Source: an optimization exercise on an open RTL-to-GDS flow (aim: small area and a short achievable clock period). Production flows keep margins and buffers that such runs may drop. The RTL was checked by simulation tests, not by an equivalence proof against the original design.

## flow/design.v (module list and top-level ports; edited modules follow where they fit)
// module c_fa: 4 lines
// module c_ha: 4 lines
// module c_inv: 3 lines
// module c_or2: 3 lines
// module c_nand2: 3 lines
// module c_nand3: 3 lines
// module c_nand4: 3 lines
// module c_or3: 3 lines
// module c_xor2: 3 lines
// module c_xnor2: 3 lines
// module c_o22ai: 3 lines
// module c_a222oi: 3 lines
// module c_mux2i: 3 lines
// module c_fa1: 4 lines
// module c_nor2: 3 lines
// module c_mux4: 3 lines
// module c_a22oi: 3 lines
// module c_and3: 3 lines
// module c_a21oi: 3 lines
// module c_o21ai: 3 lines
// module c_and4: 3 lines
// module c_nor3: 3 lines
// module c_a221oi: 3 lines
// module rf_read_core: 28 lines
// module rf_read: 13 lines
// module rf_read2: 32 lines
// module rf_dec: 27 lines
// module regfile: 41 lines
// module mul_benc: 5 lines
// module mul_bpp: 5 lines
// module mul_bpp1: 5 lines
// module alu_add_zero: 6 lines
// module mips_alu: 125 lines
// module alu_add: 333 lines
// module mul32: 1331 lines
// module div_sub_1: 14 lines
// module div_sub_2: 15 lines
// module div_sub_3: 16 lines
// module div_sub_4: 19 lines
// module div_sub_5: 20 lines
// module div_sub_6: 23 lines
// module div_sub_7: 26 lines
// module div_sub_8: 31 lines
// module div_sub_9: 32 lines
// module div_sub_10: 35 lines
// module div_sub_11: 38 lines
// module div_sub_12: 43 lines
// module div_sub_13: 46 lines
// module div_sub_14: 51 lines
// module div_sub_15: 56 lines
// module div_sub_16: 63 lines
// module div_sub_17: 64 lines
// module div_sub_18: 67 lines
// module div_sub_19: 70 lines
// module div_sub_20: 75 lines
// module div_sub_21: 78 lines
// module div_sub_22: 83 lines
// module div_sub_23: 88 lines
// module div_sub_24: 95 lines
// module div_sub_25: 98 lines
// ... 30 more modules
module mips_exec_core
(
    input  logic      clock,
    input  logic      reset,
    input  logic      instr_valid,   
    input  mips_pkg::word_t     instr,
    input  mips_pkg::reg_addr_t dbg_addr,      
    output mips_pkg::word_t     result,
    output logic      zero,
    output logic      illegal,
    output mips_pkg::word_t     dbg_data
);
  // ...
==> flow/flow/run.sh <==
#!/bin/bash
# The standard layout (the standard.sh, all steps), except that the
# buffers ORFS puts on the input and output ports are buf_4 cells instead
# of its default delay buffer.  make's output goes to make.log here; each
# ORFS step keeps its own log under orfs/logs/.
set -euo pipefail
export BUFFER_PORTS_ARGS="-buffer_cell sky130_fd_sc_hd__buf_4"
bash standard.sh > make.log 2>&1
==> flow/standard.sh <==
#!/bin/bash
# synth_recipe.tcl (not shown) runs the flow's synth.tcl, then flattens the netlist and writes it again
# the make line also repeats each setting of config.mk as NAME=value (left out here)
make -C /OpenROAD-flow-scripts/flow DESIGN_CONFIG=/design/flow/config.mk WORK_HOME=/design/flow/orfs CLKGATE_MAP_FILE= SYNTH_SCRIPT=/design/flow/synth_recipe.tcl "${@:-finish}"
==> flow/config.mk <==
export PLATFORM = sky130hd
export DESIGN_NAME = mips_exec_core
export DESIGN_NICKNAME = mips_exec_core
export VERILOG_FILES = /design/flow/design.v
export SDC_FILE = /design/flow/constraint.sdc
export NUM_CORES = 8
export LEC_CHECK = 0
export ABC_CLOCK_PERIOD_IN_PS = 40000
export CAP_MARGIN = 20
export CELL_PAD_IN_SITES_GLOBAL_PLACEMENT = 2
export CORE_MARGIN = 2
export CORE_UTILIZATION = 55
export CTS_BUF_LIST = sky130_fd_sc_hd__clkbuf_8
export PLACE_DENSITY = 0.65
export SETUP_SLACK_MARGIN = 4
export SLEW_MARGIN = 20
export SYNTH_HIERARCHICAL = 1
==> flow/constraint.sdc <==
create_clock -name core_clock -period 125.0 [get_ports {clock}]
set_input_delay 25.0000 -clock core_clock [delete_from_list [all_inputs] [get_ports {clock}]]
set_output_delay 25.0000 -clock core_clock [all_outputs]
set_load 0.01 [all_outputs]
==> impl_metrics.yaml, run 1 <==
sta:
  period_share_pct: 44.7
grt:
  grt_pass1_vias: 109000
  met1_usage_pct: 56.8
  met3_usage_pct: 25.3
  antenna_found_initial: 62
logic_synthesis:
  ys_seq_area_share_pct: 28.4
  netlist_instances: 10900
status:
  status: "complete, no violations"
critical_path:
  r2r_slack_ns: 94.86
  startpoint_type: "input port"
  path_max_fanout: 32
  crit_family: "compound AO/OA/AOI/OAI gates"
  r2r_end: "u_alu.hl_a[16]"
layout:
  postLayoutCoreUtil_pct: 60.1
  diodes: 60
  clkCellAreaFrac_pct: 2.92
  layout_common_cells: "edfxtp_1, a222oi_1, inv_1"
  layout_commonest_cell: "edfxtp_1"
hold_path:
  min_from: "u_alu.hl_v"
clocking:
  cts.repair.resized: 0
  path_clk_slew_ns: 0.06
  tritoncts: "built"
detailed_routing:
  dr_wl_met3_mm: 95.7
  route.met2.wl_mm: 219
  wl_mm: 552
  wl_per_cell_um: 38.3
  viasPerCell: 7.82
==> module rf_read2, before the edit <==
module rf_read2
(
    input  logic [31:1]  sel,
    input  logic         sel_sp0,
    input  logic [991:0] words,      
    output logic [31:0]  rd,
    output logic [31:0]  rd_x
);
    for (genvar j = 0; j < 32; j++) begin : g_bit
        logic [11:0] t;              
        logic [2:0]  m;              
        for (genvar g = 0; g < 10; g++) begin : g_grp
            c_a222oi u_t (
                .a1(sel[3*g+1]), .a2(words[32*(3*g)   + j]),
                .b1(sel[3*g+2]), .b2(words[32*(3*g+1) + j]),
                .c1(sel[3*g+3]), .c2(words[32*(3*g+2) + j]),
                .y (t[g]));
        end
        c_nand2 u_t31 (.a(sel[31]), .b(words[32*30 + j]), .y(t[10]));
        c_and4 u_m0 (.a(t[0]), .b(t[1]), .c(t[2]), .d(t[3]), .y(m[0]));
        c_and4 u_m1 (.a(t[4]), .b(t[5]), .c(t[6]), .d(t[7]), .y(m[1]));
        if (((32'h200 >> j) & 1) != 0) begin : g_init
            c_inv  u_t0 (.a(sel_sp0), .y(t[11]));
            c_and4 u_m2 (.a(t[8]), .b(t[9]), .c(t[10]), .d(t[11]), .y(m[2]));
        end else begin : g_noinit
            assign t[11] = 1'b1;
            c_and3 u_m2 (.a(t[8]), .b(t[9]), .c(t[10]), .y(m[2]));
        end
        c_nand3 u_o (.a(m[0]), .b(m[1]), .c(m[2]), .y(rd[j]));
        c_nand3 u_x (.a(m[0]), .b(m[1]), .c(m[2]), .y(rd_x[j]));
    end
endmodule
==> module rf_dec, before the edit <==
module rf_dec
(
    input  logic [4:0]  ra,
    input  logic [31:1] vld,
    output logic [31:1] sel,         
    output logic        sel_sp0      
);
    logic [4:0] ran;
    logic [3:0] h;                   
    logic [7:0] l;                   
    for (genvar b = 0; b < 5; b++) begin : g_inv
        c_inv u_i (.a(ra[b]), .y(ran[b]));
    end
    for (genvar k = 0; k < 4; k++) begin : g_h
        c_nor2 u_h (.a(k[1] ? ran[4] : ra[4]), .b(k[0] ? ran[3] : ra[3]), .y(h[k]));
    end
    for (genvar k = 0; k < 8; k++) begin : g_l
        c_nor3 u_l (.a(k[2] ? ran[2] : ra[2]), .b(k[1] ? ran[1] : ra[1]),
                    .c(k[0] ? ran[0] : ra[0]), .y(l[k]));
    end
    for (genvar i = 1; i < 32; i++) begin : g_sel
        c_and3 u_s (.a(h[i >> 3]), .b(l[i & 7]), .c(vld[i]), .y(sel[i]));
    end
    logic vld_sp_n;
    c_inv  u_v (.a(vld[29]), .y(vld_sp_n));
    c_and3 u_sp (.a(h[29 >> 3]), .b(l[29 & 7]), .c(vld_sp_n), .y(sel_sp0));
endmodule
==> module regfile, before the edit <==
module regfile
(
    input  logic        clock,
    input  logic        reset,
    input  logic        we,      
    input  logic [4:0]  wa,
    input  logic [31:0] wd,
    input  logic [4:0]  ra0,     
    input  logic [4:0]  ra1,     
    input  logic [4:0]  ra2,     
    output logic [31:0] rd0,
    output logic [31:0] rd1,
    output logic [31:0] rd2,
    output logic [31:0] rd0_x,   
    output logic [31:0] rd1_x
);
    logic [991:0] rf;            
    logic [31:1]  vld;           
    always_ff @(posedge clock or posedge reset) begin
        if (reset) begin
            vld <= '0;
        end else begin
            for (int i = 1; i < 32; i++) begin
                if (we && (wa == i[4:0])) vld[i] <= 1'b1;
            end
        end
    end
    always_ff @(posedge clock) begin
        for (int i = 1; i < 32; i++) begin
            if (we && (wa == i[4:0])) rf[32*(i-1) +: 32] <= wd;
        end
    end
    logic [31:1] sel0, sel1, sel2;
    logic        sp0_0, sp0_1, sp0_2;
    rf_dec u_dec0 (.ra(ra0), .vld(vld), .sel(sel0), .sel_sp0(sp0_0));
    rf_dec u_dec1 (.ra(ra1), .vld(vld), .sel(sel1), .sel_sp0(sp0_1));
    rf_dec u_dec2 (.ra(ra2), .vld(vld), .sel(sel2), .sel_sp0(sp0_2));
    rf_read2 u_rd0 (.sel(sel0), .sel_sp0(sp0_0), .words(rf), .rd(rd0), .rd_x(rd0_x));
    rf_read2 u_rd1 (.sel(sel1), .sel_sp0(sp0_1), .words(rf), .rd(rd1), .rd_x(rd1_x));
    rf_read  u_rd2 (.sel(sel2), .sel_sp0(sp0_2), .words(rf), .rd(rd2));
endmodule
==> module mips_alu, before the edit <==
module mips_alu
(
    input  logic        clock,
    input  logic        reset,
    input  logic        hilo_write,   
    input  logic [31:0] instr,
    input  logic [31:0] a,            
    input  logic [31:0] rt,           
    input  logic [31:0] a_x,          
    input  logic [31:0] rt_x,         
    output logic [31:0] y,
    output logic [31:0] y_wd,         
    output logic        zero
);
    localparam int KDIV = 20;      
    logic [31:0]     hl_a, hl_b;
    logic [33:0]     hl_b3;           
    logic [KDIV-1:0] hl_q;
    logic            hl_div;
    logic            hl_v;            
    logic [63:0]     product;
    logic [31:0]     dv_ra;
    logic [33:0]     dv_b3;
    logic [KDIV-1:0] dv_q;
    logic            rt_zero, is_div;
    mul32 u_mul (.a(a), .b(rt), .p(product));
    assign rt_zero = (rt == 32'd0);
    assign is_div  = instr[1];        
    div_b3 u_div_b3 (.b(rt), .b3(dv_b3));
    div_front u_div_front (
        .ra_in  (a),
        .b      (rt),
        .b3     (dv_b3),
        .ra_out (dv_ra),
        .q      (dv_q)
    );
    always_ff @(posedge clock or posedge reset) begin
        if (reset) begin
            hl_div <= 1'b0;
            hl_v   <= 1'b0;
        end else if (hilo_write) begin
            hl_div <= is_div && !rt_zero;
            hl_v   <= 1'b1;
        end
    end
    always_ff @(posedge clock) begin
        if (hilo_write) begin
            if (is_div && !rt_zero) begin
                hl_a <= dv_ra;
                hl_b <= rt;
            end else begin
                hl_a <= product[31:0];    
                hl_b <= product[63:32];
            end
            hl_q  <= dv_q;
            hl_b3 <= dv_b3;
        end
    end
    logic [31:0]        rem_f;
    logic [31-KDIV:0]   q_lo;
    logic               dv_zr, dv_zq;
    div_back u_div_back (
        .ra_in  (hl_a),
        .b      (hl_b),
        .b3     (hl_b3),
        .ra_out (rem_f),
        .zr     (dv_zr),
        .zq     (dv_zq),
        .q      (q_lo)
    );
    logic        op_i, sub;
    logic [31:0] bsel, sum;
    logic        sum31x;                  
    logic        slt_e, slt_g, z_add;
    assign op_i = instr[29];                  
    assign sub  = !op_i && instr[1];          
    assign bsel = op_i ? {{16{instr[15]}}, instr[15:0]} : (sub ? ~rt_x : rt_x);
    alu_add      u_add  (.a(a_x), .b(bsel), .ci(sub), .s(sum), .s31x(sum31x));
    alu_add_zero u_zadd (.a(a_x), .b(bsel), .ci(sub), .z(z_add));
    logic s_sum, s_and, s_or, s_slt, s_hd, s_hm, s_ld, s_lm;
    assign s_sum = op_i || (instr[5] && !instr[2] && !instr[3]);       
    assign s_and = !op_i && instr[5] && instr[2] && !instr[0];
    assign s_or  = !op_i && instr[5] && instr[2] && instr[0];
    assign s_slt = !op_i && instr[5] && !instr[2] && instr[3];
    assign s_hd  = !op_i && !instr[5] && !instr[3] && !instr[1] && hl_div;             
    assign s_hm  = !op_i && !instr[5] && !instr[3] && !instr[1] && !hl_div && hl_v;
    assign s_ld  = !op_i && !instr[5] && !instr[3] && instr[1] && hl_div;              
    assign s_lm  = !op_i && !instr[5] && !instr[3] && instr[1] && !hl_div && hl_v;
    assign slt_e = s_slt && (a_x[31] ^ rt_x[31]) && a_x[31];
    assign slt_g = s_slt && !(a_x[31] ^ rt_x[31]);
    logic [31:0] early, sum_n, rest_n;
    assign early = ({32{s_and}} & (a_x & rt_x))
                 | ({32{s_or}}  & (a_x | rt_x))
                 | ({32{s_hm}}  & hl_b)
                 | ({32{s_lm}}  & hl_a)
                 | ({32{s_ld}}  & {hl_q, {(32-KDIV){1'b0}}});
    for (genvar j = 0; j < 32; j++) begin : g_y
        c_nand2 u_n (.a(s_sum), .b(sum[j]), .y(sum_n[j]));
        if (j < 32 - KDIV) begin : g_q
            c_a221oi u_r (.a1(s_hd), .a2(rem_f[j]), .b1(s_ld), .b2(q_lo[j]), .c1(early[j]), .y(rest_n[j]));
        end else begin : g_nq
            c_a21oi u_r (.a1(s_hd), .a2(rem_f[j]), .b1(early[j]), .y(rest_n[j]));
        end
        if (j == 0) begin : g_slt
            logic slt_n;
            c_a21oi u_s (.a1(slt_g), .a2(sum31x), .b1(slt_e), .y(slt_n));
            c_nand3 u_y (.a(sum_n[j]), .b(rest_n[j]), .c(slt_n), .y(y[j]));
            c_nand3 u_w (.a(sum_n[j]), .b(rest_n[j]), .c(slt_n), .y(y_wd[j]));
        end else begin : g_o
            c_nand2 u_y (.a(sum_n[j]), .b(rest_n[j]), .y(y[j]));
            c_nand2 u_w (.a(sum_n[j]), .b(rest_n[j]), .y(y_wd[j]));
        end
    end
    logic zs_n, zl_n, zq_n, ze_n;
    assign ze_n = !(slt_e
                 || (s_and && ((a_x & rt_x) != '0))
                 || (s_or  && ((a_x | rt_x) != '0))
                 || (s_hm  && (hl_b != '0))
                 || (s_lm  && (hl_a != '0))
                 || (s_ld  && (hl_q != '0)));
    c_nand2  u_zs (.a(slt_g), .b(sum31x), .y(zs_n));
    c_a22oi  u_zl (.a1(s_sum), .a2(!z_add), .b1(s_hd), .b2(!dv_zr), .y(zl_n));
    c_nand2  u_zq (.a(s_ld), .b(!dv_zq), .y(zq_n));
    c_and4   u_z  (.a(zs_n), .b(zl_n), .c(zq_n), .d(ze_n), .y(zero));
endmodule
==> module div4_stage_16, before the edit <==
module div4_stage_16
(
    input  logic [31:0] t,       
    input  logic [31:0] bn,      
    input  logic [31:0] b3n,     
    input  logic        hz1,     
    input  logic        hz2,     
    input  logic        hz3,     
    output logic [31:0] y,       
    output logic        zr,      
    output logic [1:0]  q
);
    logic [31:0] d1, d3, m0, m1;
    logic [30:0] d2h;
    logic        g1, g2, g3, c1, c2, c3;
    logic        e0, e1, e2, e3;
    div_sube_32 u_s1 (.x(t), .yn(bn), .d(d1), .eq(e1), .ge(g1));
    div_sube_31 u_s2 (.x(t[31:1]), .yn(bn[30:0]), .d(d2h), .eq(e2), .ge(g2));
    div_sube_32 u_s3 (.x(t), .yn(b3n), .d(d3), .eq(e3), .ge(g3));
    assign e0 = (t == '0);
    assign c1 = hz1 & g1;
    assign c2 = hz2 & g2;
    assign c3 = hz3 & g3;
    assign q  = {c2, c2 ? c3 : c1};
    assign zr = c2 ? (c3 ? e3 : e2 & t[0] == 1'b0) : (c1 ? e1 : e0);
    logic s0;
    assign s0 = c2 ? c3 : c1;
    c_mux4 u_m0 (.a0(t[0]), .a1(d1[0]), .a2(t[0]), .a3(d3[0]), .s0(s0), .s1(c2), .y(y[0]));
    c_mux4 u_m1 (.a0(t[1]), .a1(d1[1]), .a2(d2h[0]), .a3(d3[1]), .s0(s0), .s1(c2), .y(y[1]));
    c_mux4 u_m2 (.a0(t[2]), .a1(d1[2]), .a2(d2h[1]), .a3(d3[2]), .s0(s0), .s1(c2), .y(y[2]));
    c_mux4 u_m3 (.a0(t[3]), .a1(d1[3]), .a2(d2h[2]), .a3(d3[3]), .s0(s0), .s1(c2), .y(y[3]));
    c_mux4 u_m4 (.a0(t[4]), .a1(d1[4]), .a2(d2h[3]), .a3(d3[4]), .s0(s0), .s1(c2), .y(y[4]));
    c_mux4 u_m5 (.a0(t[5]), .a1(d1[5]), .a2(d2h[4]), .a3(d3[5]), .s0(s0), .s1(c2), .y(y[5]));
    c_mux4 u_m6 (.a0(t[6]), .a1(d1[6]), .a2(d2h[5]), .a3(d3[6]), .s0(s0), .s1(c2), .y(y[6]));
    c_mux4 u_m7 (.a0(t[7]), .a1(d1[7]), .a2(d2h[6]), .a3(d3[7]), .s0(s0), .s1(c2), .y(y[7]));
    c_mux4 u_m8 (.a0(t[8]), .a1(d1[8]), .a2(d2h[7]), .a3(d3[8]), .s0(s0), .s1(c2), .y(y[8]));
    c_mux4 u_m9 (.a0(t[9]), .a1(d1[9]), .a2(d2h[8]), .a3(d3[9]), .s0(s0), .s1(c2), .y(y[9]));
    c_mux4 u_m10 (.a0(t[10]), .a1(d1[10]), .a2(d2h[9]), .a3(d3[10]), .s0(s0), .s1(c2), .y(y[10]));
    c_mux4 u_m11 (.a0(t[11]), .a1(d1[11]), .a2(d2h[10]), .a3(d3[11]), .s0(s0), .s1(c2), .y(y[11]));
    c_mux4 u_m12 (.a0(t[12]), .a1(d1[12]), .a2(d2h[11]), .a3(d3[12]), .s0(s0), .s1(c2), .y(y[12]));
    c_mux4 u_m13 (.a0(t[13]), .a1(d1[13]), .a2(d2h[12]), .a3(d3[13]), .s0(s0), .s1(c2), .y(y[13]));
    c_mux4 u_m14 (.a0(t[14]), .a1(d1[14]), .a2(d2h[13]), .a3(d3[14]), .s0(s0), .s1(c2), .y(y[14]));
    c_mux4 u_m15 (.a0(t[15]), .a1(d1[15]), .a2(d2h[14]), .a3(d3[15]), .s0(s0), .s1(c2), .y(y[15]));
    c_mux4 u_m16 (.a0(t[16]), .a1(d1[16]), .a2(d2h[15]), .a3(d3[16]), .s0(s0), .s1(c2), .y(y[16]));
    c_mux4 u_m17 (.a0(t[17]), .a1(d1[17]), .a2(d2h[16]), .a3(d3[17]), .s0(s0), .s1(c2), .y(y[17]));
    c_mux4 u_m18 (.a0(t[18]), .a1(d1[18]), .a2(d2h[17]), .a3(d3[18]), .s0(s0), .s1(c2), .y(y[18]));
    c_mux4 u_m19 (.a0(t[19]), .a1(d1[19]), .a2(d2h[18]), .a3(d3[19]), .s0(s0), .s1(c2), .y(y[19]));
    c_mux4 u_m20 (.a0(t[20]), .a1(d1[20]), .a2(d2h[19]), .a3(d3[20]), .s0(s0), .s1(c2), .y(y[20]));
    c_mux4 u_m21 (.a0(t[21]), .a1(d1[21]), .a2(d2h[20]), .a3(d3[21]), .s0(s0), .s1(c2), .y(y[21]));
    c_mux4 u_m22 (.a0(t[22]), .a1(d1[22]), .a2(d2h[21]), .a3(d3[22]), .s0(s0), .s1(c2), .y(y[22]));
    c_mux4 u_m23 (.a0(t[23]), .a1(d1[23]), .a2(d2h[22]), .a3(d3[23]), .s0(s0), .s1(c2), .y(y[23]));
    c_mux4 u_m24 (.a0(t[24]), .a1(d1[24]), .a2(d2h[23]), .a3(d3[24]), .s0(s0), .s1(c2), .y(y[24]));
    c_mux4 u_m25 (.a0(t[25]), .a1(d1[25]), .a2(d2h[24]), .a3(d3[25]), .s0(s0), .s1(c2), .y(y[25]));
    c_mux4 u_m26 (.a0(t[26]), .a1(d1[26]), .a2(d2h[25]), .a3(d3[26]), .s0(s0), .s1(c2), .y(y[26]));
    c_mux4 u_m27 (.a0(t[27]), .a1(d1[27]), .a2(d2h[26]), .a3(d3[27]), .s0(s0), .s1(c2), .y(y[27]));
    c_mux4 u_m28 (.a0(t[28]), .a1(d1[28]), .a2(d2h[27]), .a3(d3[28]), .s0(s0), .s1(c2), .y(y[28]));
    c_mux4 u_m29 (.a0(t[29]), .a1(d1[29]), .a2(d2h[28]), .a3(d3[29]), .s0(s0), .s1(c2), .y(y[29]));
    c_mux4 u_m30 (.a0(t[30]), .a1(d1[30]), .a2(d2h[29]), .a3(d3[30]), .s0(s0), .s1(c2), .y(y[30]));
    c_mux4 u_m31 (.a0(t[31]), .a1(d1[31]), .a2(d2h[30]), .a3(d3[31]), .s0(s0), .s1(c2), .y(y[31]));
endmodule
==> module mips_exec_core, before the edit <==
module mips_exec_core
(
    input  logic      clock,
    input  logic      reset,
    input  logic      instr_valid,   
    input  mips_pkg::word_t     instr,
    input  mips_pkg::reg_addr_t dbg_addr,      
    output mips_pkg::word_t     result,
    output logic      zero,
    output logic      illegal,
    output mips_pkg::word_t     dbg_data
);
    logic        reg_write, hilo_write, dst_rt;
    logic [31:0] rs_val, rt_val, rs_x, rt_x;
    logic [4:0]  wa;
    logic [31:0] wd;                                     
    assign wa = dst_rt ? instr[20:16] : instr[15:11];    
    instr_decode u_decode (
        .valid      (instr_valid),
        .opcode     (instr[31:26]),
        .funct      (instr[5:0]),
        .reg_write  (reg_write),
        .hilo_write (hilo_write),
        .dst_rt     (dst_rt),
        .illegal    (illegal)
    );
    regfile u_regfile (
        .clock (clock),
        .reset (reset),
        .we    (reg_write),
        .wa    (wa),
        .wd    (wd),
        .ra0   (instr[25:21]),
        .ra1   (instr[20:16]),
        .ra2   (dbg_addr),
        .rd0   (rs_val),
        .rd1   (rt_val),
        .rd2   (dbg_data),
        .rd0_x (rs_x),
        .rd1_x (rt_x)
    );
    mips_alu u_alu (
        .clock      (clock),
        .reset      (reset),
        .hilo_write (hilo_write),
        .instr      (instr),
        .a          (rs_val),
        .rt         (rt_val),
        .a_x        (rs_x),
        .rt_x       (rt_x),
        .y          (result),
        .y_wd       (wd),
        .zero       (zero)
    );
endmodule
==> inputs of run 2 (changes only) <==
--- a/flow/design.v
+++ b/flow/design.v
@@ -123,5 +123,6 @@
     input  logic [991:0] words,      
     output logic [31:0]  rd,
-    output logic [31:0]  rd_x
+    output logic [31:0]  rd_x,
+    output logic [31:0]  rd_a        
 );
     for (genvar j = 0; j < 32; j++) begin : g_bit
@@ -147,4 +148,5 @@
         c_nand3 u_o (.a(m[0]), .b(m[1]), .c(m[2]), .y(rd[j]));
         c_nand3 u_x (.a(m[0]), .b(m[1]), .c(m[2]), .y(rd_x[j]));
+        c_nand3 u_a (.a(m[0]), .b(m[1]), .c(m[2]), .y(rd_a[j]));
     end
 endmodule
@@ -162,6 +164,8 @@
         c_inv u_i (.a(ra[b]), .y(ran[b]));
     end
+    logic [3:0] h2;                  
     for (genvar k = 0; k < 4; k++) begin : g_h
         c_nor2 u_h (.a(k[1] ? ran[4] : ra[4]), .b(k[0] ? ran[3] : ra[3]), .y(h[k]));
+        c_nor2 u_h2 (.a(k[1] ? ran[4] : ra[4]), .b(k[0] ? ran[3] : ra[3]), .y(h2[k]));
     end
     for (genvar k = 0; k < 8; k++) begin : g_l
@@ -170,5 +174,5 @@
     end
     for (genvar i = 1; i < 32; i++) begin : g_sel
-        c_and3 u_s (.a(h[i >> 3]), .b(l[i & 7]), .c(vld[i]), .y(sel[i]));
+        c_and3 u_s (.a((i & 4) != 0 ? h2[i >> 3] : h[i >> 3]), .b(l[i & 7]), .c(vld[i]), .y(sel[i]));
     end
     logic vld_sp_n;
@@ -190,5 +194,7 @@
     output logic [31:0] rd2,
     output logic [31:0] rd0_x,   
-    output logic [31:0] rd1_x
+    output logic [31:0] rd1_x,
+    output logic [31:0] rd0_a,   
+    output logic [31:0] rd1_a
 );
     logic [991:0] rf;            
@@ -213,6 +219,6 @@
     rf_dec u_dec1 (.ra(ra1), .vld(vld), .sel(sel1), .sel_sp0(sp0_1));
     rf_dec u_dec2 (.ra(ra2), .vld(vld), .sel(sel2), .sel_sp0(sp0_2));
-    rf_read2 u_rd0 (.sel(sel0), .sel_sp0(sp0_0), .words(rf), .rd(rd0), .rd_x(rd0_x));
-    rf_read2 u_rd1 (.sel(sel1), .sel_sp0(sp0_1), .words(rf), .rd(rd1), .rd_x(rd1_x));
+    rf_read2 u_rd0 (.sel(sel0), .sel_sp0(sp0_0), .words(rf), .rd(rd0), .rd_x(rd0_x), .rd_a(rd0_a));
+    rf_read2 u_rd1 (.sel(sel1), .sel_sp0(sp0_1), .words(rf), .rd(rd1), .rd_x(rd1_x), .rd_a(rd1_a));
     rf_read  u_rd2 (.sel(sel2), .sel_sp0(sp0_2), .words(rf), .rd(rd2));
 endmodule
@@ -249,4 +255,6 @@
     input  logic [31:0] a_x,          
     input  logic [31:0] rt_x,         
+    input  logic [31:0] a_a,          
+    input  logic [31:0] rt_a,
     output logic [31:0] y,
     output logic [31:0] y_wd,         
@@ -315,7 +323,7 @@
     assign op_i = instr[29];                  
     assign sub  = !op_i && instr[1];          
-    assign bsel = op_i ? {{16{instr[15]}}, instr[15:0]} : (sub ? ~rt_x : rt_x);
-    alu_add      u_add  (.a(a_x), .b(bsel), .ci(sub), .s(sum), .s31x(sum31x));
-    alu_add_zero u_zadd (.a(a_x), .b(bsel), .ci(sub), .z(z_add));
+    assign bsel = op_i ? {{16{instr[15]}}, instr[15:0]} : (sub ? ~rt_a : rt_a);
+    alu_add      u_add  (.a(a_a), .b(bsel), .ci(sub), .s(sum), .s31x(sum31x));
+    alu_add_zero u_zadd (.a(a_a), .b(bsel), .ci(sub), .z(z_add));
     logic s_sum, s_and, s_or, s_slt, s_hd, s_hm, s_ld, s_lm;
     assign s_sum = op_i || (instr[5] && !instr[2] && !instr[3]);       
@@ -5217,51 +5225,141 @@
     output logic [1:0]  q
 );
-    logic [31:0] d1, d3, m0, m1;
-    logic [30:0] d2h;
-    logic        g1, g2, g3, c1, c2, c3;
-    logic        e0, e1, e2, e3;
-    div_sube_32 u_s1 (.x(t), .yn(bn), .d(d1), .eq(e1), .ge(g1));
-    div_sube_31 u_s2 (.x(t[31:1]), .yn(bn[30:0]), .d(d2h), .eq(e2), .ge(g2));
-    div_sube_32 u_s3 (.x(t), .yn(b3n), .d(d3), .eq(e3), .ge(g3));
-    assign e0 = (t == '0);
-    assign c1 = hz1 & g1;
-    assign c2 = hz2 & g2;
-    assign c3 = hz3 & g3;
-    assign q  = {c2, c2 ? c3 : c1};
-    assign zr = c2 ? (c3 ? e3 : e2 & t[0] == 1'b0) : (c1 ? e1 : e0);
-    logic s0;
-    assign s0 = c2 ? c3 : c1;
-    c_mux4 u_m0 (.a0(t[0]), .a1(d1[0]), .a2(t[0]), .a3(d3[0]), .s0(s0), .s1(c2), .y(y[0]));
-    c_mux4 u_m1 (.a0(t[1]), .a1(d1[1]), .a2(d2h[0]), .a3(d3[1]), .s0(s0), .s1(c2), .y(y[1]));
-    c_mux4 u_m2 (.a0(t[2]), .a1(d1[2]), .a2(d2h[1]), .a3(d3[2]), .s0(s0), .s1(c2), .y(y[2]));
-    c_mux4 u_m3 (.a0(t[3]), .a1(d1[3]), .a2(d2h[2]), .a3(d3[3]), .s0(s0), .s1(c2), .y(y[3]));
-    c_mux4 u_m4 (.a0(t[4]), .a1(d1[4]), .a2(d2h[3]), .a3(d3[4]), .s0(s0), .s1(c2), .y(y[4]));
-    c_mux4 u_m5 (.a0(t[5]), .a1(d1[5]), .a2(d2h[4]), .a3(d3[5]), .s0(s0), .s1(c2), .y(y[5]));
-    c_mux4 u_m6 (.a0(t[6]), .a1(d1[6]), .a2(d2h[5]), .a3(d3[6]), .s0(s0), .s1(c2), .y(y[6]));
-    c_mux4 u_m7 (.a0(t[7]), .a1(d1[7]), .a2(d2h[6]), .a3(d3[7]), .s0(s0), .s1(c2), .y(y[7]));
-    c_mux4 u_m8 (.a0(t[8]), .a1(d1[8]), .a2(d2h[7]), .a3(d3[8]), .s0(s0), .s1(c2), .y(y[8]));
-    c_mux4 u_m9 (.a0(t[9]), .a1(d1[9]), .a2(d2h[8]), .a3(d3[9]), .s0(s0), .s1(c2), .y(y[9]));
-    c_mux4 u_m10 (.a0(t[10]), .a1(d1[10]), .a2(d2h[9]), .a3(d3[10]), .s0(s0), .s1(c2), .y(y[10]));
-    c_mux4 u_m11 (.a0(t[11]), .a1(d1[11]), .a2(d2h[10]), .a3(d3[11]), .s0(s0), .s1(c2), .y(y[11]));
-    c_mux4 u_m12 (.a0(t[12]), .a1(d1[12]), .a2(d2h[11]), .a3(d3[12]), .s0(s0), .s1(c2), .y(y[12]));
-    c_mux4 u_m13 (.a0(t[13]), .a1(d1[13]), .a2(d2h[12]), .a3(d3[13]), .s0(s0), .s1(c2), .y(y[13]));
-    c_mux4 u_m14 (.a0(t[14]), .a1(d1[14]), .a2(d2h[13]), .a3(d3[14]), .s0(s0), .s1(c2), .y(y[14]));
-    c_mux4 u_m15 (.a0(t[15]), .a1(d1[15]), .a2(d2h[14]), .a3(d3[15]), .s0(s0), .s1(c2), .y(y[15]));
-    c_mux4 u_m16 (.a0(t[16]), .a1(d1[16]), .a2(d2h[15]), .a3(d3[16]), .s0(s0), .s1(c2), .y(y[16]));
-    c_mux4 u_m17 (.a0(t[17]), .a1(d1[17]), .a2(d2h[16]), .a3(d3[17]), .s0(s0), .s1(c2), .y(y[17]));
-    c_mux4 u_m18 (.a0(t[18]), .a1(d1[18]), .a2(d2h[17]), .a3(d3[18]), .s0(s0), .s1(c2), .y(y[18]));
-    c_mux4 u_m19 (.a0(t[19]), .a1(d1[19]), .a2(d2h[18]), .a3(d3[19]), .s0(s0), .s1(c2), .y(y[19]));
-    c_mux4 u_m20 (.a0(t[20]), .a1(d1[20]), .a2(d2h[19]), .a3(d3[20]), .s0(s0), .s1(c2), .y(y[20]));
-    c_mux4 u_m21 (.a0(t[21]), .a1(d1[21]), .a2(d2h[20]), .a3(d3[21]), .s0(s0), .s1(c2), .y(y[21]));
-    c_mux4 u_m22 (.a0(t[22]), .a1(d1[22]), .a2(d2h[21]), .a3(d3[22]), .s0(s0), .s1(c2), .y(y[22]));
-    c_mux4 u_m23 (.a0(t[23]), .a1(d1[23]), .a2(d2h[22]), .a3(d3[23]), .s0(s0), .s1(c2), .y(y[23]));
-    c_mux4 u_m24 (.a0(t[24]), .a1(d1[24]), .a2(d2h[23]), .a3(d3[24]), .s0(s0), .s1(c2), .y(y[24]));
-    c_mux4 u_m25 (.a0(t[25]), .a1(d1[25]), .a2(d2h[24]), .a3(d3[25]), .s0(s0), .s1(c2), .y(y[25]));
-    c_mux4 u_m26 (.a0(t[26]), .a1(d1[26]), .a2(d2h[25]), .a3(d3[26]), .s0(s0), .s1(c2), .y(y[26]));
-    c_mux4 u_m27 (.a0(t[27]), .a1(d1[27]), .a2(d2h[26]), .a3(d3[27]), .s0(s0), .s1(c2), .y(y[27]));
-    c_mux4 u_m28 (.a0(t[28]), .a1(d1[28]), .a2(d2h[27]), .a3(d3[28]), .s0(s0), .s1(c2), .y(y[28]));
-    c_mux4 u_m29 (.a0(t[29]), .a1(d1[29]), .a2(d2h[28]), .a3(d3[29]), .s0(s0), .s1(c2), .y(y[29]));
-    c_mux4 u_m30 (.a0(t[30]), .a1(d1[30]), .a2(d2h[29]), .a3(d3[30]), .s0(s0), .s1(c2), .y(y[30]));
-    c_mux4 u_m31 (.a0(t[31]), .a1(d1[31]), .a2(d2h[30]), .a3(d3[31]), .s0(s0), .s1(c2), .y(y[31]));
+    logic [30:0] da, ra, ran;
+    logic [31:0] tb, db, yn;
+    logic        ga, gb, ca, cb;
+    div_sub_31 u_a (.x(t[31:1]), .yn(bn[30:0]), .d(da), .ge(ga));
+    assign ca = hz2 & ga;
+    c_mux2i u_ma0 (.a0(t[1]), .a1(da[0]), .s(ca), .y(ran[0]));
+    c_inv   u_ia0 (.a(ran[0]), .y(ra[0]));
+    c_mux2i u_ma1 (.a0(t[2]), .a1(da[1]), .s(ca), .y(ran[1]));
+    c_inv   u_ia1 (.a(ran[1]), .y(ra[1]));
+    c_mux2i u_ma2 (.a0(t[3]), .a1(da[2]), .s(ca), .y(ran[2]));
+    c_inv   u_ia2 (.a(ran[2]), .y(ra[2]));
+    c_mux2i u_ma3 (.a0(t[4]), .a1(da[3]), .s(ca), .y(ran[3]));
+    c_inv   u_ia3 (.a(ran[3]), .y(ra[3]));
+    c_mux2i u_ma4 (.a0(t[5]), .a1(da[4]), .s(ca), .y(ran[4]));
+    c_inv   u_ia4 (.a(ran[4]), .y(ra[4]));
+    c_mux2i u_ma5 (.a0(t[6]), .a1(da[5]), .s(ca), .y(ran[5]));
+    c_inv   u_ia5 (.a(ran[5]), .y(ra[5]));
+    c_mux2i u_ma6 (.a0(t[7]), .a1(da[6]), .s(ca), .y(ran[6]));
+    c_inv   u_ia6 (.a(ran[6]), .y(ra[6]));
+    c_mux2i u_ma7 (.a0(t[8]), .a1(da[7]), .s(ca), .y(ran[7]));
+    c_inv   u_ia7 (.a(ran[7]), .y(ra[7]));
+    c_mux2i u_ma8 (.a0(t[9]), .a1(da[8]), .s(ca), .y(ran[8]));
+    c_inv   u_ia8 (.a(ran[8]), .y(ra[8]));
+    c_mux2i u_ma9 (.a0(t[10]), .a1(da[9]), .s(ca), .y(ran[9]));
+    c_inv   u_ia9 (.a(ran[9]), .y(ra[9]));
+    c_mux2i u_ma10 (.a0(t[11]), .a1(da[10]), .s(ca), .y(ran[10]));
+    c_inv   u_ia10 (.a(ran[10]), .y(ra[10]));
+    c_mux2i u_ma11 (.a0(t[12]), .a1(da[11]), .s(ca), .y(ran[11]));
+    c_inv   u_ia11 (.a(ran[11]), .y(ra[11]));
+    c_mux2i u_ma12 (.a0(t[13]), .a1(da[12]), .s(ca), .y(ran[12]));
+    c_inv   u_ia12 (.a(ran[12]), .y(ra[12]));
+    c_mux2i u_ma13 (.a0(t[14]), .a1(da[13]), .s(ca), .y(ran[13]));
+    c_inv   u_ia13 (.a(ran[13]), .y(ra[13]));
+    c_mux2i u_ma14 (.a0(t[15]), .a1(da[14]), .s(ca), .y(ran[14]));
+    c_inv   u_ia14 (.a(ran[14]), .y(ra[14]));
+    c_mux2i u_ma15 (.a0(t[16]), .a1(da[15]), .s(ca), .y(ran[15]));
+    c_inv   u_ia15 (.a(ran[15]), .y(ra[15]));
+    c_mux2i u_ma16 (.a0(t[17]), .a1(da[16]), .s(ca), .y(ran[16]));
+    c_inv   u_ia16 (.a(ran[16]), .y(ra[16]));
+    c_mux2i u_ma17 (.a0(t[18]), .a1(da[17]), .s(ca), .y(ran[17]));
+    c_inv   u_ia17 (.a(ran[17]), .y(ra[17]));
+    c_mux2i u_ma18 (.a0(t[19]), .a1(da[18]), .s(ca), .y(ran[18]));
+    c_inv   u_ia18 (.a(ran[18]), .y(ra[18]));
+    c_mux2i u_ma19 (.a0(t[20]), .a1(da[19]), .s(ca), .y(ran[19]));
+    c_inv   u_ia19 (.a(ran[19]), .y(ra[19]));
+    c_mux2i u_ma20 (.a0(t[21]), .a1(da[20]), .s(ca), .y(ran[20]));
+    c_inv   u_ia20 (.a(ran[20]), .y(ra[20]));
+    c_mux2i u_ma21 (.a0(t[22]), .a1(da[21]), .s(ca), .y(ran[21]));
+    c_inv   u_ia21 (.a(ran[21]), .y(ra[21]));
+    c_mux2i u_ma22 (.a0(t[23]), .a1(da[22]), .s(ca), .y(ran[22]));
+    c_inv   u_ia22 (.a(ran[22]), .y(ra[22]));
+    c_mux2i u_ma23 (.a0(t[24]), .a1(da[23]), .s(ca), .y(ran[23]));
+    c_inv   u_ia23 (.a(ran[23]), .y(ra[23]));
+    c_mux2i u_ma24 (.a0(t[25]), .a1(da[24]), .s(ca), .y(ran[24]));
+    c_inv   u_ia24 (.a(ran[24]), .y(ra[24]));
+    c_mux2i u_ma25 (.a0(t[26]), .a1(da[25]), .s(ca), .y(ran[25]));
+    c_inv   u_ia25 (.a(ran[25]), .y(ra[25]));
+    c_mux2i u_ma26 (.a0(t[27]), .a1(da[26]), .s(ca), .y(ran[26]));
+    c_inv   u_ia26 (.a(ran[26]), .y(ra[26]));
+    c_mux2i u_ma27 (.a0(t[28]), .a1(da[27]), .s(ca), .y(ran[27]));
+    c_inv   u_ia27 (.a(ran[27]), .y(ra[27]));
+    c_mux2i u_ma28 (.a0(t[29]), .a1(da[28]), .s(ca), .y(ran[28]));
+    c_inv   u_ia28 (.a(ran[28]), .y(ra[28]));
+    c_mux2i u_ma29 (.a0(t[30]), .a1(da[29]), .s(ca), .y(ran[29]));
+    c_inv   u_ia29 (.a(ran[29]), .y(ra[29]));
+    c_mux2i u_ma30 (.a0(t[31]), .a1(da[30]), .s(ca), .y(ran[30]));
+    c_inv   u_ia30 (.a(ran[30]), .y(ra[30]));
+    assign tb = {ra, t[0]};
+    logic eb;
+    div_sube_32 u_b (.x(tb), .yn(bn), .d(db), .eq(eb), .ge(gb));
+    assign cb = hz1 & gb;
+    c_mux2i u_mb0 (.a0(tb[0]), .a1(db[0]), .s(cb), .y(yn[0]));
+    c_inv   u_ib0 (.a(yn[0]), .y(y[0]));
+    c_mux2i u_mb1 (.a0(tb[1]), .a1(db[1]), .s(cb), .y(yn[1]));
+    c_inv   u_ib1 (.a(yn[1]), .y(y[1]));
+    c_mux2i u_mb2 (.a0(tb[2]), .a1(db[2]), .s(cb), .y(yn[2]));
+    c_inv   u_ib2 (.a(yn[2]), .y(y[2]));
+    c_mux2i u_mb3 (.a0(tb[3]), .a1(db[3]), .s(cb), .y(yn[3]));
+    c_inv   u_ib3 (.a(yn[3]), .y(y[3]));
+    c_mux2i u_mb4 (.a0(tb[4]), .a1(db[4]), .s(cb), .y(yn[4]));
+    c_inv   u_ib4 (.a(yn[4]), .y(y[4]));
+    c_mux2i u_mb5 (.a0(tb[5]), .a1(db[5]), .s(cb), .y(yn[5]));
+    c_inv   u_ib5 (.a(yn[5]), .y(y[5]));
+    c_mux2i u_mb6 (.a0(tb[6]), .a1(db[6]), .s(cb), .y(yn[6]));
+    c_inv   u_ib6 (.a(yn[6]), .y(y[6]));
+    c_mux2i u_mb7 (.a0(tb[7]), .a1(db[7]), .s(cb), .y(yn[7]));
+    c_inv   u_ib7 (.a(yn[7]), .y(y[7]));
+    c_mux2i u_mb8 (.a0(tb[8]), .a1(db[8]), .s(cb), .y(yn[8]));
+    c_inv   u_ib8 (.a(yn[8]), .y(y[8]));
+    c_mux2i u_mb9 (.a0(tb[9]), .a1(db[9]), .s(cb), .y(yn[9]));
+    c_inv   u_ib9 (.a(yn[9]), .y(y[9]));
+    c_mux2i u_mb10 (.a0(tb[10]), .a1(db[10]), .s(cb), .y(yn[10]));
+    c_inv   u_ib10 (.a(yn[10]), .y(y[10]));
+    c_mux2i u_mb11 (.a0(tb[11]), .a1(db[11]), .s(cb), .y(yn[11]));
+    c_inv   u_ib11 (.a(yn[11]), .y(y[11]));
+    c_mux2i u_mb12 (.a0(tb[12]), .a1(db[12]), .s(cb), .y(yn[12]));
+    c_inv   u_ib12 (.a(yn[12]), .y(y[12]));
+    c_mux2i u_mb13 (.a0(tb[13]), .a1(db[13]), .s(cb), .y(yn[13]));
+    c_inv   u_ib13 (.a(yn[13]), .y(y[13]));
+    c_mux2i u_mb14 (.a0(tb[14]), .a1(db[14]), .s(cb), .y(yn[14]));
+    c_inv   u_ib14 (.a(yn[14]), .y(y[14]));
+    c_mux2i u_mb15 (.a0(tb[15]), .a1(db[15]), .s(cb), .y(yn[15]));
+    c_inv   u_ib15 (.a(yn[15]), .y(y[15]));
+    c_mux2i u_mb16 (.a0(tb[16]), .a1(db[16]), .s(cb), .y(yn[16]));
+    c_inv   u_ib16 (.a(yn[16]), .y(y[16]));
+    c_mux2i u_mb17 (.a0(tb[17]), .a1(db[17]), .s(cb), .y(yn[17]));
+    c_inv   u_ib17 (.a(yn[17]), .y(y[17]));
+    c_mux2i u_mb18 (.a0(tb[18]), .a1(db[18]), .s(cb), .y(yn[18]));
+    c_inv   u_ib18 (.a(yn[18]), .y(y[18]));
+    c_mux2i u_mb19 (.a0(tb[19]), .a1(db[19]), .s(cb), .y(yn[19]));
+    c_inv   u_ib19 (.a(yn[19]), .y(y[19]));
+    c_mux2i u_mb20 (.a0(tb[20]), .a1(db[20]), .s(cb), .y(yn[20]));
+    c_inv   u_ib20 (.a(yn[20]), .y(y[20]));
+    c_mux2i u_mb21 (.a0(tb[21]), .a1(db[21]), .s(cb), .y(yn[21]));
+    c_inv   u_ib21 (.a(yn[21]), .y(y[21]));
+    c_mux2i u_mb22 (.a0(tb[22]), .a1(db[22]), .s(cb), .y(yn[22]));
+    c_inv   u_ib22 (.a(yn[22]), .y(y[22]));
+    c_mux2i u_mb23 (.a0(tb[23]), .a1(db[23]), .s(cb), .y(yn[23]));
+    c_inv   u_ib23 (.a(yn[23]), .y(y[23]));
+    c_mux2i u_mb24 (.a0(tb[24]), .a1(db[24]), .s(cb), .y(yn[24]));
+    c_inv   u_ib24 (.a(yn[24]), .y(y[24]));
+    c_mux2i u_mb25 (.a0(tb[25]), .a1(db[25]), .s(cb), .y(yn[25]));
+    c_inv   u_ib25 (.a(yn[25]), .y(y[25]));
+    c_mux2i u_mb26 (.a0(tb[26]), .a1(db[26]), .s(cb), .y(yn[26]));
+    c_inv   u_ib26 (.a(yn[26]), .y(y[26]));
+    c_mux2i u_mb27 (.a0(tb[27]), .a1(db[27]), .s(cb), .y(yn[27]));
+    c_inv   u_ib27 (.a(yn[27]), .y(y[27]));
+    c_mux2i u_mb28 (.a0(tb[28]), .a1(db[28]), .s(cb), .y(yn[28]));
+    c_inv   u_ib28 (.a(yn[28]), .y(y[28]));
+    c_mux2i u_mb29 (.a0(tb[29]), .a1(db[29]), .s(cb), .y(yn[29]));
+    c_inv   u_ib29 (.a(yn[29]), .y(y[29]));
+    c_mux2i u_mb30 (.a0(tb[30]), .a1(db[30]), .s(cb), .y(yn[30]));
+    c_inv   u_ib30 (.a(yn[30]), .y(y[30]));
+    c_mux2i u_mb31 (.a0(tb[31]), .a1(db[31]), .s(cb), .y(yn[31]));
+    c_inv   u_ib31 (.a(yn[31]), .y(y[31]));
+    assign q = {ca, cb};
+    assign zr = cb ? eb : (tb == '0);
 endmodule
 module div_front
@@ -5440,5 +5538,5 @@
 );
     logic        reg_write, hilo_write, dst_rt;
-    logic [31:0] rs_val, rt_val, rs_x, rt_x;
+    logic [31:0] rs_val, rt_val, rs_x, rt_x, rs_a, rt_a;
     logic [4:0]  wa;
     logic [31:0] wd;                                     
@@ -5466,5 +5564,7 @@
         .rd2   (dbg_data),
         .rd0_x (rs_x),
-        .rd1_x (rt_x)
+        .rd1_x (rt_x),
+        .rd0_a (rs_a),
+        .rd1_a (rt_a)
     );
     mips_alu u_alu (
@@ -5477,4 +5577,6 @@
         .a_x        (rs_x),
         .rt_x       (rt_x),
+        .a_a        (rs_a),
+        .rt_a       (rt_a),
         .y          (result),
         .y_wd       (wd),
--- a/flow/config.mk
+++ b/flow/config.mk
@@ -10,7 +10,7 @@
 export CELL_PAD_IN_SITES_GLOBAL_PLACEMENT = 2
 export CORE_MARGIN = 2
-export CORE_UTILIZATION = 55
+export CORE_UTILIZATION = 50
 export CTS_BUF_LIST = sky130_fd_sc_hd__clkbuf_8
-export PLACE_DENSITY = 0.65
+export PLACE_DENSITY = 0.6
 export SETUP_SLACK_MARGIN = 4
 export SLEW_MARGIN = 20
==> impl_metrics.yaml, run 2 <==
sta:
  period_share_pct: 45.2
  drv_slew: 0
  rsz0062_at_grt: "false"
  setup_slack_ns: 68.53
  worst-slew-pin-transition_ns: 1.23
  slew-limit-headroom_pct: 18.2
  hold_violations: 0
  setup_viol: 0
  timing.fmax_ghz: 0.0177
  fin_crit_ns: 56.47
  clock_skew_ns: 0.202
  tns_ns: 0
  whs_ns: 0.476
detailed_routing:
  wl_mm: 579
  drc_errors: 0
  viasPerCell: 7.61
  wl_per_cell_um: 39.4
  initialDrtViolationCount: 24300
  via_count: 112000
  firstDrtPassIters: 19
  ant_nets: 0
placement:
  port-buffer-count: 105
  routabilityCongestion: 1.11
  pre_cts_ws_ns: 69.17
  place_inst: 14300
  post-dp-hpwl_mm: 397
layout:
  drive_gt1_share_pct: 12.6
  largest-register: "u_regfile.rf"
  area_delta_synth_final_pct: 9.14
  nets: 12900
  final_cell_count_no_fill: 14700
  largest_reg_flops: 992
  layout_common_cells: "edfxtp_1, a222oi_1, inv_1"
  reg_top3: "u_regfile.rf (992), u_alu.hl_b3 (34)"
  layout_commonest_cell: "edfxtp_1"
critical_path:
  critPathArrivalTime_ns: 31.47
  path_max_fanout: 23
  path_class: "input port to output port"
  required_ns: 100.00
  startpoint_type: "input port"
  endpoint_kind: "output port"
  r2r_slack_ns: 93.42
run:
  drv_cap: 0
floorplanning:
  rows: 179
  die_h_um: 492
  start_util_pct: 50.2
  core_area_sq_um: 237000
  io_pins: 106
  die_area_sq_um: 242000
  die_w_um: 492
logic_synthesis:
  avgSynthCellArea_sq_um: 11.0
  netlist_instances: 10800
  netlist_area_sq_um: 119000
  ys_warn_count: 8
grt:
  overflow: 0
  antenna_found_initial: 53
  grt_pass1_wl_mm: 793
  grt_max_degree: 81
  grt_usage_pct: 45.9
  grt_pass1_vias: 107000
clocking:
  cts_buffer_depth: 3
  clock-root-buffer: "clkbuf_8"
  tritoncts: "built"
  path_clk_slew_ns: 0.05
  clk_latency_ns: 1.08
  htree_num_levels: 4
  clock_sinks: 1143
  cts.repair.resized: 0
  numCtsBuffers: 193
  post_cts_buffers: 0
  postCtsHoldBufs: 0
hold_path:
  hp-class: "flip-flop to flip-flop"
status:
  status: "complete, no violations"
## run 2: layer usage
metal / track usage [%] / part of all wire [%] / wire length, um / vias to the layer above
li1: - / - / - / 44400
met1: 56.3 / 36 / 206000 / 55100
met2: 64.0 / 40 / 233000 / 9809
met3: 24.7 / 17 / 99500 / 2334
met4: 24.7 / 6.8 / 39400 / 52
met5: 2.44 / 0.21 / 1230 / -
## run 2: layout make-up
class	count	area [sq um]
Fill cell	20600	107000
Inverter	897	3370
Timing Repair Buffer	433	3260
Clock buffer	193	2660
Multi-Input combinational cell	8622	81000
Clock inverter	147	1400
Sequential cell	1143	34200
Antenna cell	87	218
Tap cell	3167	3960
## run 2: per-stage QoR
stage	util, %	instance area (sq um)
global route	54.7	130000
detailed placement	52.9	126000
floorplan	-	119000
CTS	54.6	130000
finish	54.7	130000
global placement	52.9	126000
## run 2: final timing paths
| check | startpoint | end | depth (start not counted) |
|---|---|---|---|
| setup / recovery | instr[18] | result[0] | 20 |
| hold / removal | u_alu.hl_v | u_alu.hl_v | 1 |
| setup reg to reg | u_regfile.vld[18] | u_alu.hl_a[14] | 92 |
| hold reg to reg | u_alu.hl_v | u_alu.hl_v | 1 |
| max in group asynchronous | reset | u_alu.hl_div | 2 |
| min in group asynchronous | reset | u_regfile.vld[27] | 3 |
## run 2: worst max-delay path, stage by stage
cell	delay, ns
buf_4	0.14
inv_1	0.12
nor3_2	0.42
and3_1	0.92
buf_4	0.62
a222oi_1	0.19
and4_1	0.44
nand3_1	0.20
xnor2_1	0.16
o21ai_0	0.89
ha_1	0.46
a21oi_2	0.18
o21ai_1	0.13
a21oi_2	0.18
o21ai_1	0.14
a21oi_2	0.44
xnor2_1	0.20
a21oi_2	0.17
nand3_1	0.16
buf_4	0.23
==> inputs of run 3 (changes only) <==
--- a/flow/design.v
+++ b/flow/design.v
@@ -123,6 +123,5 @@
     input  logic [991:0] words,      
     output logic [31:0]  rd,
-    output logic [31:0]  rd_x,
-    output logic [31:0]  rd_a        
+    output logic [31:0]  rd_x
 );
     for (genvar j = 0; j < 32; j++) begin : g_bit
@@ -148,5 +147,4 @@
         c_nand3 u_o (.a(m[0]), .b(m[1]), .c(m[2]), .y(rd[j]));
         c_nand3 u_x (.a(m[0]), .b(m[1]), .c(m[2]), .y(rd_x[j]));
-        c_nand3 u_a (.a(m[0]), .b(m[1]), .c(m[2]), .y(rd_a[j]));
     end
 endmodule
@@ -164,8 +162,6 @@
         c_inv u_i (.a(ra[b]), .y(ran[b]));
     end
-    logic [3:0] h2;                  
     for (genvar k = 0; k < 4; k++) begin : g_h
         c_nor2 u_h (.a(k[1] ? ran[4] : ra[4]), .b(k[0] ? ran[3] : ra[3]), .y(h[k]));
-        c_nor2 u_h2 (.a(k[1] ? ran[4] : ra[4]), .b(k[0] ? ran[3] : ra[3]), .y(h2[k]));
     end
     for (genvar k = 0; k < 8; k++) begin : g_l
@@ -174,5 +170,5 @@
     end
     for (genvar i = 1; i < 32; i++) begin : g_sel
-        c_and3 u_s (.a((i & 4) != 0 ? h2[i >> 3] : h[i >> 3]), .b(l[i & 7]), .c(vld[i]), .y(sel[i]));
+        c_and3 u_s (.a(h[i >> 3]), .b(l[i & 7]), .c(vld[i]), .y(sel[i]));
     end
     logic vld_sp_n;
@@ -194,7 +190,5 @@
     output logic [31:0] rd2,
     output logic [31:0] rd0_x,   
-    output logic [31:0] rd1_x,
-    output logic [31:0] rd0_a,   
-    output logic [31:0] rd1_a
+    output logic [31:0] rd1_x
 );
     logic [991:0] rf;            
@@ -219,6 +213,6 @@
     rf_dec u_dec1 (.ra(ra1), .vld(vld), .sel(sel1), .sel_sp0(sp0_1));
     rf_dec u_dec2 (.ra(ra2), .vld(vld), .sel(sel2), .sel_sp0(sp0_2));
-    rf_read2 u_rd0 (.sel(sel0), .sel_sp0(sp0_0), .words(rf), .rd(rd0), .rd_x(rd0_x), .rd_a(rd0_a));
-    rf_read2 u_rd1 (.sel(sel1), .sel_sp0(sp0_1), .words(rf), .rd(rd1), .rd_x(rd1_x), .rd_a(rd1_a));
+    rf_read2 u_rd0 (.sel(sel0), .sel_sp0(sp0_0), .words(rf), .rd(rd0), .rd_x(rd0_x));
+    rf_read2 u_rd1 (.sel(sel1), .sel_sp0(sp0_1), .words(rf), .rd(rd1), .rd_x(rd1_x));
     rf_read  u_rd2 (.sel(sel2), .sel_sp0(sp0_2), .words(rf), .rd(rd2));
 endmodule
@@ -255,6 +249,4 @@
     input  logic [31:0] a_x,          
     input  logic [31:0] rt_x,         
-    input  logic [31:0] a_a,          
-    input  logic [31:0] rt_a,
     output logic [31:0] y,
     output logic [31:0] y_wd,         
@@ -323,7 +315,7 @@
     assign op_i = instr[29];                  
     assign sub  = !op_i && instr[1];          
-    assign bsel = op_i ? {{16{instr[15]}}, instr[15:0]} : (sub ? ~rt_a : rt_a);
-    alu_add      u_add  (.a(a_a), .b(bsel), .ci(sub), .s(sum), .s31x(sum31x));
-    alu_add_zero u_zadd (.a(a_a), .b(bsel), .ci(sub), .z(z_add));
+    assign bsel = op_i ? {{16{instr[15]}}, instr[15:0]} : (sub ? ~rt_x : rt_x);
+    alu_add      u_add  (.a(a_x), .b(bsel), .ci(sub), .s(sum), .s31x(sum31x));
+    alu_add_zero u_zadd (.a(a_x), .b(bsel), .ci(sub), .z(z_add));
     logic s_sum, s_and, s_or, s_slt, s_hd, s_hm, s_ld, s_lm;
     assign s_sum = op_i || (instr[5] && !instr[2] && !instr[3]);       
@@ -5538,5 +5530,5 @@
 );
     logic        reg_write, hilo_write, dst_rt;
-    logic [31:0] rs_val, rt_val, rs_x, rt_x, rs_a, rt_a;
+    logic [31:0] rs_val, rt_val, rs_x, rt_x;
     logic [4:0]  wa;
     logic [31:0] wd;                                     
@@ -5564,7 +5556,5 @@
         .rd2   (dbg_data),
         .rd0_x (rs_x),
-        .rd1_x (rt_x),
-        .rd0_a (rs_a),
-        .rd1_a (rt_a)
+        .rd1_x (rt_x)
     );
     mips_alu u_alu (
@@ -5577,6 +5567,4 @@
         .a_x        (rs_x),
         .rt_x       (rt_x),
-        .a_a        (rs_a),
-        .rt_a       (rt_a),
         .y          (result),
         .y_wd       (wd),
==> impl_metrics.yaml, run 3 <==
grt:
  antenna_found_initial: 55
  grt_pass1_vias: 106000
  grt_usage_pct: 46.1
  grt_max_degree: 81
  grt_pass1_wl_mm: 794
  overflow: 0
sta:
  rsz0062_at_grt: "false"
  worst-slew-pin-transition_ns: 1.24
  hold_violations: 0
  timing.fmax_ghz: 0.0177
  clock_skew_ns: 0.146
  drv_slew: 0
  fin_crit_ns: 56.49
  whs_ns: 0.465
  tns_ns: 0
  slew-limit-headroom_pct: 16.9
  setup_viol: 0
  period_share_pct: 45.2
placement:
  routabilityCongestion: 1.02
  post-dp-hpwl_mm: 399
  port-buffer-count: 105
clocking:
  cts_buffer_depth: 3
  cts.repair.resized: 0
  clk_latency_ns: 1.03
  post_cts_buffers: 0
  clock_sinks: 1143
  tritoncts: "built"
  numCtsBuffers: 185
  clock-root-buffer: "clkbuf_8"
  postCtsHoldBufs: 0
  htree_num_levels: 4
  path_clk_slew_ns: 0.06
critical_path:
  crit_family: "simple AND/OR/NAND/NOR gates"
  critPathArrivalTime_ns: 31.49
  startpoint_type: "input port"
  path_class: "input port to output port"
  endpoint_kind: "output port"
  cp_num_buf_inv: 4
  critPathSlowestCell: "and3_2"
  required_ns: 100.00
  slowest_delay_ns: 0.75
  worstPathCellList: "buf_4 -> inv_1 -> nor3_2 -> and3_2 -> buf_4 -> a222oi_1 -> and4_1 -> nand3_1 -> xnor2_1 -> o21ai_0 -> ha_1 -> a21oi_2 -> o21ai_1 -> a21oi_2 -> o21ai_1 -> a21oi_2 -> xnor2_1 -> nand2_1 -> and4_1 -> buf_4"
  path_max_fanout: 22
  cp_num_cells: 20
  worst_r2r_path_depth: 89
detailed_routing:
  viasPerCell: 7.64
  initialDrtViolationCount: 23600
  drc_errors: 0
  wl_per_cell_um: 39.7
  firstDrtPassIters: 22
  wl_mm: 580
  via_count: 112000
  ant_nets: 0
floorplanning:
  start_util_pct: 50.4
  die_w_um: 491
  core_area_sq_um: 236000
  io_pins: 106
  die_area_sq_um: 241000
  die_h_um: 491
  rows: 178
logic_synthesis:
  avgSynthCellArea_sq_um: 11.0
  netlist_instances: 10800
  netlist_area_sq_um: 119000
  ys_warn_count: 8
layout:
  area_delta_synth_final_pct: 8.95
  nets: 12800
  drive_gt1_share_pct: 12.7
  layout_common_cells: "edfxtp_1, a222oi_1, inv_1"
  largest-register: "u_regfile.rf"
  reg_top3: "u_regfile.rf (992), u_alu.hl_b3 (34)"
  layout_commonest_cell: "edfxtp_1"
  largest_reg_flops: 992
hold_path:
  hp-class: "flip-flop to flip-flop"
  whs_path_depth: 1
run:
  drv_cap: 0
status:
  status: "complete, no violations"
## run 3: changes by cell type in the layout (fill, tap and decap cells not counted), sizes merged
cell | before | now
inv | 947 | 957
nor2 | 442 | 430
buf | 433 | 439
clkinvlp | 5 | 0
nand3 | 338 | 274
clkbuf | 193 | 191
diode | 87 | 107
clkinv | 77 | 69
bufinv | 15 | 12
## run 3: through the flow
stage               setup WS, ns  instance area [sq um]  std cells  util [%]
global placement           69.05                 125000      14200      53.2
CTS                        68.97                 129000      14500      54.8
floorplan                  71.51                 119000      10800         -
detailed placement         68.98                 125000      14200      53.2
finish                     68.51                 129000      14600      54.9
global route               68.24                 129000      14500      54.8
## run 3: final timing paths
check | slack [ns] | startpoint | to
worst max-delay path | 68.51 | instr[17] | zero
worst min-delay path | 0.46 | u_alu.hl_v | u_alu.hl_v
worst max register to register | 93.35 | u_regfile.vld[10] | u_alu.hl_a[28]
worst min register to register | 0.46 | u_alu.hl_v | u_alu.hl_v
max in group asynchronous | 100.43 | reset | u_regfile.vld[25]
min in group asynchronous | 24.01 | reset | u_alu.hl_div
## run 3: worst reg2reg max path: cells and delay by family (launching register included)
kind                     cells  cell delay (ns)
AND/OR/NAND/NOR             25             9.76
flip-flops                   1             0.48
AO/OA/AOI/OAI               26             6.83
buffers and inverters        9             1.70
multiplexers                16             7.72
adder cells (fa/ha/maj)     13             4.72
## run 3: routing by layer
metal  vias to the layer above  part of all wire (%)  track usage (%)
li1                      44200                     -                -
met1                     55200                    36             57.3
met2                      9912                    40             63.4
met3                      2323                    17             24.6
met4                        42                   6.7             24.4
met5                         -                  0.36             4.76
## run 3: cell type report
| cell class | count | area [sq um] |
|---|---|---|
| sequential | 1143 | 34200 |
| clock buffer | 191 | 2630 |
| inverter | 897 | 3370 |
| fill | 20700 | 106000 |
| tap | 3150 | 3940 |
| multi-input combinational | 8546 | 80600 |
| antenna | 107 | 268 |
| timing repair buffer | 439 | 3300 |
| clock inverter | 141 | 1090 |

what the ideal ports hide:
The flow's constraints put no driver on any port. The routed layouts listed below were extracted and timed again, unchanged, in two steps.
Step 1: set_driving_cell puts a clkbuf_16 on clock and a buf_2 on each other input, an assumption about the parent block.
Step 2 times the ports against the registers' clock, not the clock port: input delays grow and output delays shrink by t, the midpoint of the rising clock arrivals with the driver on.
a / b / c = ideal / step 1 / step 2; a / b = the first two.
run | t, ns | slack for setup (ns) | pins driven straight from the clock port
run 1 | 1.053 | 69.075 / 69.039 / 69.039 | 1
run 2 | 1.081 | 68.534 / 68.500 / 68.500 | 1
run 3 | 1.062 | 68.511 / 68.483 / 68.457 | 1
After both steps every run listed still meets setup and hold. The setup slack of run 3, which loses most, moves by -0.028 ns with the drivers and by -0.054 ns with both steps.
